What follows belongs to an exercise in optimizing a design on an open flow for small area, a short achievable clock period and few clock cycles per item; a production flow would make more cautious choices.
In this exercise RTL edits were held to simulation tests only and were not proved equivalent to the original.
Power and IR drop assume default switching activity.

Setup of trial 61:
==> flow/design.v <==
package seg_geom_pkg;
    localparam int IMG_W       = 16;
    localparam int IMG_H       = 16;
    localparam int NUM_CH      = 3;
    localparam int NUM_PIX     = IMG_W * IMG_H;
    localparam int NUM_BYTES   = NUM_PIX * NUM_CH;
    localparam int NUM_CLASSES = 4;
    typedef logic [7:0] pix_idx_t;
    typedef logic [1:0] label_t;
    typedef logic [7:0] pixel_t;
endpackage
package seg_ctrl_pkg;
    localparam int MEM_ADDR_W      = 20;
    localparam int WORDS_PER_FRAME = 192;
endpackage
`timescale 1ns/1ns
module frame_ram (
    input  logic       clk,
    input  logic       shift,
    input  logic [3:0] pair_in,      
    input  logic [7:0] raddr,
    output logic [1:0] rdata
);
    logic [511:0] mem;
    always_ff @(posedge clk) begin
        if (shift) begin
            mem <= {pair_in, mem[511:4]};
        end
    end
    logic [7:0]  dlo;
    logic [15:0] dhi;
    logic [3:0]  grp [0:15];
    logic [3:0]  rd;
    logic [3:0]  pair_q;
    logic [1:0]  half_q;         
    always_comb begin
        for (int k = 0; k < 8; k++) begin
            dlo[k] = (raddr[3:1] == 3'(k));
        end
        for (int i = 0; i < 16; i++) begin
            dhi[i] = (raddr[7:4] == 4'(i));
        end
        for (int i = 0; i < 16; i++) begin
            grp[i] = 4'b0000;
            for (int k = 0; k < 8; k++) begin
                grp[i] = grp[i] | ({4{dlo[k]}} & mem[4*(8*i+k) +: 4]);
            end
        end
        rd = 4'b0000;
        for (int i = 0; i < 16; i++) begin
            rd = rd | ({4{dhi[i]}} & grp[i]);
        end
    end
    always_ff @(posedge clk) begin
        pair_q <= rd;
        half_q <= {raddr[0], !raddr[0]};
    end
    assign rdata = ({2{half_q[0]}} & pair_q[1:0]) | ({2{half_q[1]}} & pair_q[3:2]);
endmodule
`timescale 1ns/1ns
module class_cmp (
    input  logic [7:0] r,
    input  logic [7:0] g,
    input  logic [7:0] b,
    output logic [2:0] mx        
);
    function automatic logic ge8(input logic [7:0] x, input logic [7:0] y);
        logic c;
        c = 1'b1;
        for (int i = 0; i < 8; i++) begin
            c = (x[i] & ~y[i]) | (x[i] & c) | (~y[i] & c);
        end
        ge8 = c;
    endfunction
    logic r_ge_g, r_ge_b, g_ge_b;
    assign r_ge_g = ge8(r, g);
    assign r_ge_b = ge8(r, b);
    assign g_ge_b = ge8(g, b);
    assign mx[0] = r_ge_g && r_ge_b;
    assign mx[1] = !r_ge_g && g_ge_b;
    assign mx[2] = !mx[0] && !mx[1];
endmodule
module class_sort (
    input  logic [7:0] r,
    input  logic [7:0] g,
    input  logic [7:0] b,
    input  logic [2:0] mx,       
    output logic [7:0] m,        
    output logic [7:0] a1,       
    output logic [7:0] b1
);
    assign m  = ({8{mx[0]}} & r) | ({8{mx[1]}} & g) | ({8{mx[2]}} & b);
    assign a1 = ({8{mx[0]}} & g) | ({8{!mx[0]}} & r);
    assign b1 = ({8{mx[2]}} & g) | ({8{!mx[2]}} & b);
endmodule
module class_scorer (
    input  logic [7:0] m,        
    input  logic [7:0] a1,
    input  logic [7:0] b1,
    input  logic [1:0] mx,       
    output logic [1:0] lbl
);
    function automatic logic over(input logic [7:0] x, input logic [7:0] y, input logic [7:0] z);
        logic [10:0] p, q, s, k;
        logic [10:0] cc;
        logic c;
        integer i;
        p = 11'd0;
        q = 11'd0;
        for (i = 0; i < 8; i = i + 1) begin
            p[i]   = x[i] ^ y[i] ^ ~z[i];
            q[i+1] = (x[i] & y[i]) | (x[i] & ~z[i]) | (y[i] & ~z[i]);
        end
        cc = 11'd668;
        s = 11'd0;
        k = 11'd0;
        for (i = 0; i < 10; i = i + 1) begin
            s[i]   = p[i] ^ q[i] ^ cc[i];
            k[i+1] = cc[i] ? (p[i] | q[i]) : (p[i] & q[i]);
        end
        c = 1'b0;
        for (i = 0; i < 10; i = i + 1) begin
            c = (s[i] & k[i]) | (s[i] & c) | (k[i] & c);
        end
        over = c | k[10];
    endfunction
    always_comb begin
        if (over(a1, b1, m)) lbl = 2'd3;
        else if (mx[0])      lbl = 2'd0;
        else if (mx[1])      lbl = 2'd1;
        else                 lbl = 2'd2;
    end
endmodule
`timescale 1ns/1ns
module seg_top (
    input  logic                                clk,
    input  logic                                rst,
    input  logic                                start_process,
    output logic                                processing_done,
    output logic                                mem_req,
    output logic [seg_ctrl_pkg::MEM_ADDR_W-1:0] mem_addr,
    input  logic                                mem_ack,
    input  logic [31:0]                         mem_rdata,
    input  seg_geom_pkg::pix_idx_t              label_addr,
    output seg_geom_pkg::label_t                label,
    output logic [9:0]                          leds
);
    logic        busy;        
    logic        flag;        
    logic [7:0]  waddr;       
    logic [2:0]  wph;         
    logic        got;         
    logic        v1, v2;      
    logic [1:0]  ph1, ph2;    
    logic        last1, last2;  
    logic [23:0] pa;          
    logic [23:0] pb;          
    logic [23:0] sa, sb;      
    logic [1:0]  xa, xb;      
    logic [1:0]  pend;        
    logic        shift;       
    logic [3:0]  pair_in;     
    assign got = mem_req && mem_ack;
    always_ff @(posedge clk or posedge rst) begin
        if (rst) begin
            busy    <= 1'b0;
            flag    <= 1'b0;
            mem_req <= 1'b0;
            waddr   <= '0;
            wph     <= 3'b001;
            v1      <= 1'b0;
            ph1     <= '0;
            last1   <= 1'b0;
            v2      <= 1'b0;
            ph2     <= '0;
            last2   <= 1'b0;
        end else begin
            v1    <= got;
            ph1   <= wph[2:1];
            last1 <= got && (waddr == 8'(seg_ctrl_pkg::WORDS_PER_FRAME - 1));
            v2    <= v1;
            ph2   <= ph1;
            last2 <= v1 && last1;
            if (!busy) begin
                if (start_process) begin
                    busy    <= 1'b1;
                    flag    <= 1'b0;
                    mem_req <= 1'b1;
                    waddr   <= '0;
                    wph     <= 3'b001;
                end
            end else begin
                if (got) begin
                    waddr <= waddr + 1'b1;
                    wph   <= {wph[1:0], wph[2]};
                    if (waddr == 8'(seg_ctrl_pkg::WORDS_PER_FRAME - 1)) begin
                        mem_req <= 1'b0;
                    end
                end
                if (v2 && last2) begin
                    busy <= 1'b0;
                    flag <= 1'b1;
                end
            end
        end
    end
    logic [15:0] h;
    logic [23:0] na;
    assign h = pb[23:8];
    always_comb begin
        na = ({24{wph[0]}} & mem_rdata[23:0])
           | ({24{wph[1]}} & {mem_rdata[15:0], h[15:8]})
           | ({24{wph[2]}} & {mem_rdata[7:0], h});
    end
    always_ff @(posedge clk) begin
        pa <= na;
        if (got) begin
            pb <= mem_rdata[31:8];
        end
    end
    logic [2:0] mxa, mxb;
    logic [7:0] ma, a1a, b1a, mb, a1b, b1b;
    class_cmp  u_cmp_a  (.r(pa[7:0]), .g(pa[15:8]), .b(pa[23:16]), .mx(mxa));
    class_sort u_sort_a (.r(pa[7:0]), .g(pa[15:8]), .b(pa[23:16]), .mx(mxa),
                         .m(ma), .a1(a1a), .b1(b1a));
    class_cmp  u_cmp_b  (.r(pb[7:0]), .g(pb[15:8]), .b(pb[23:16]), .mx(mxb));
    class_sort u_sort_b (.r(pb[7:0]), .g(pb[15:8]), .b(pb[23:16]), .mx(mxb),
                         .m(mb), .a1(a1b), .b1(b1b));
    always_ff @(posedge clk) begin
        sa <= {ma, a1a, b1a};
        xa <= mxa[1:0];
        sb <= {mb, a1b, b1b};
        xb <= mxb[1:0];
    end
    logic [1:0] la, lb;
    class_scorer u_cls_a (.m(sa[23:16]), .a1(sa[15:8]), .b1(sa[7:0]), .mx(xa), .lbl(la));
    class_scorer u_cls_b (.m(sb[23:16]), .a1(sb[15:8]), .b1(sb[7:0]), .mx(xb), .lbl(lb));
    always_ff @(posedge clk) begin
        if (v2 && ph2 == 2'd0) begin
            pend <= la;
        end
    end
    assign shift   = v2 && (ph2 != 2'd0);
    assign pair_in = ph2[0] ? {la, pend} : {lb, la};
    frame_ram u_label_ram (
        .clk     (clk),
        .shift   (shift),
        .pair_in (pair_in),
        .raddr   (label_addr),
        .rdata   (label)
    );
    assign processing_done = !busy;
    assign mem_addr        = {12'b0, waddr};
    assign leds            = {7'b0, flag, 1'b0, busy};
endmodule
export LEC_CHECK = 0
export CAP_MARGIN = 20
export CORE_MARGIN = 2
export CORE_UTILIZATION = 60
export CTS_BUF_LIST = sky130_fd_sc_hd__clkbuf_16
export CTS_CLUSTER_DIAMETER = 60
export CTS_CLUSTER_SIZE = 24
export PLACE_DENSITY = 0.8
export SETUP_SLACK_MARGIN = 5
export SLEW_MARGIN = 20
export SYNTH_MEMORY_MAX_BITS = 16384
create_clock -name core_clock -period 8.0 [get_ports {clk}]
standard.sh (not shown) runs the stock make flow with config.mk's settings and CLKGATE_MAP_FILE= SYNTH_SCRIPT=/design/flow/synth_recipe.tcl, a recipe that flattens the netlist after the stock synthesis.
==> flow/flow/run.sh <==
#!/bin/bash
# Layout flow: the standard ORFS flow (standard.sh) unchanged, except that the port
# buffers that global placement inserts are buf_2 cells (a fast, small buffer) instead of
# the flow's default pick. Each tool's output goes to a log file in this folder; ORFS also
# keeps its per-step logs under orfs/logs/.
set -euo pipefail
bash standard.sh synth > synth.log 2>&1
bash standard.sh "BUFFER_PORTS_ARGS=-buffer_cell sky130_fd_sc_hd__buf_2" finish > layout.log 2>&1
In summary, trial 61 completed successfully, with a layout that passed the timing, design-rule and antenna checks.
Testbench counts of trial 61, summed over its fixed seeds: cycles 30,810, frames 64.
The inputs of build 70 differ from those of trial 61 as listed below.
==> flow/run.sh (new file) <==
#!/bin/bash
# synth_recipe.tcl (not shown) runs the flow's synth.tcl, then flattens the netlist and writes it again
# the make line also repeats each setting of config.mk as NAME=value (left out here)
make -C /OpenROAD-flow-scripts/flow DESIGN_CONFIG=/design/flow/config.mk WORK_HOME=/design/flow/orfs CLKGATE_MAP_FILE= SYNTH_SCRIPT=/design/flow/synth_recipe.tcl finish
removed: flow/flow/run.sh
removed: flow/standard.sh
==> comparison <==
Build 70 vs. trial 61: estimated wirelength of the detail-placed design decreased by 0.43% relative to the old numbers, measured slew at the worst slew-check pin went down 0.044 ns. In build 70 the filler cell count in the final layout turned out 1.7% lower than in trial 61. The run with more setup slack is trial 61; build 70 has less. Maximum frequency: build 70 vs trial 61 down about 0.6%. Taking trial 61 as the reference, in build 70 share of power burned in the clock network did not really move; critical path depth went down; global-route usage went down; via count went down; post-synthesis cell count did not really move. Build 70 vs trial 61: post-synthesis to final-layout area growth up.

## separate check: timing with driven ports
The results above use ideal ports. As a check the final layouts listed here were re-extracted and re-timed, cells and wires unchanged.
Step 1 assumes that a clkbuf_16 drives the clock port and a buf_2 every other input.
Step 2 times the ports against the registers' clock, not the clock port: input delays grow and output delays shrink by t, the midpoint of the rising clock arrivals with the driver on.
Three values: ideal, step 1, step 2; two values: the first two.
run | t, ns | setup slack, ns | worst setup path at the end | worst register clock-pin slew, ns
trial 61 | 0.639 | 4.855 / 4.721 / 4.082 | input to register | 0.10 / 0.10
build 70 | 0.635 | 4.835 / 4.676 / 4.041 | input to register | 0.10 / 0.10
After both steps setup and hold are still met in every run listed. The setup slack of build 70, which loses most, moves by -0.159 ns with the drivers and by -0.794 ns with both steps.
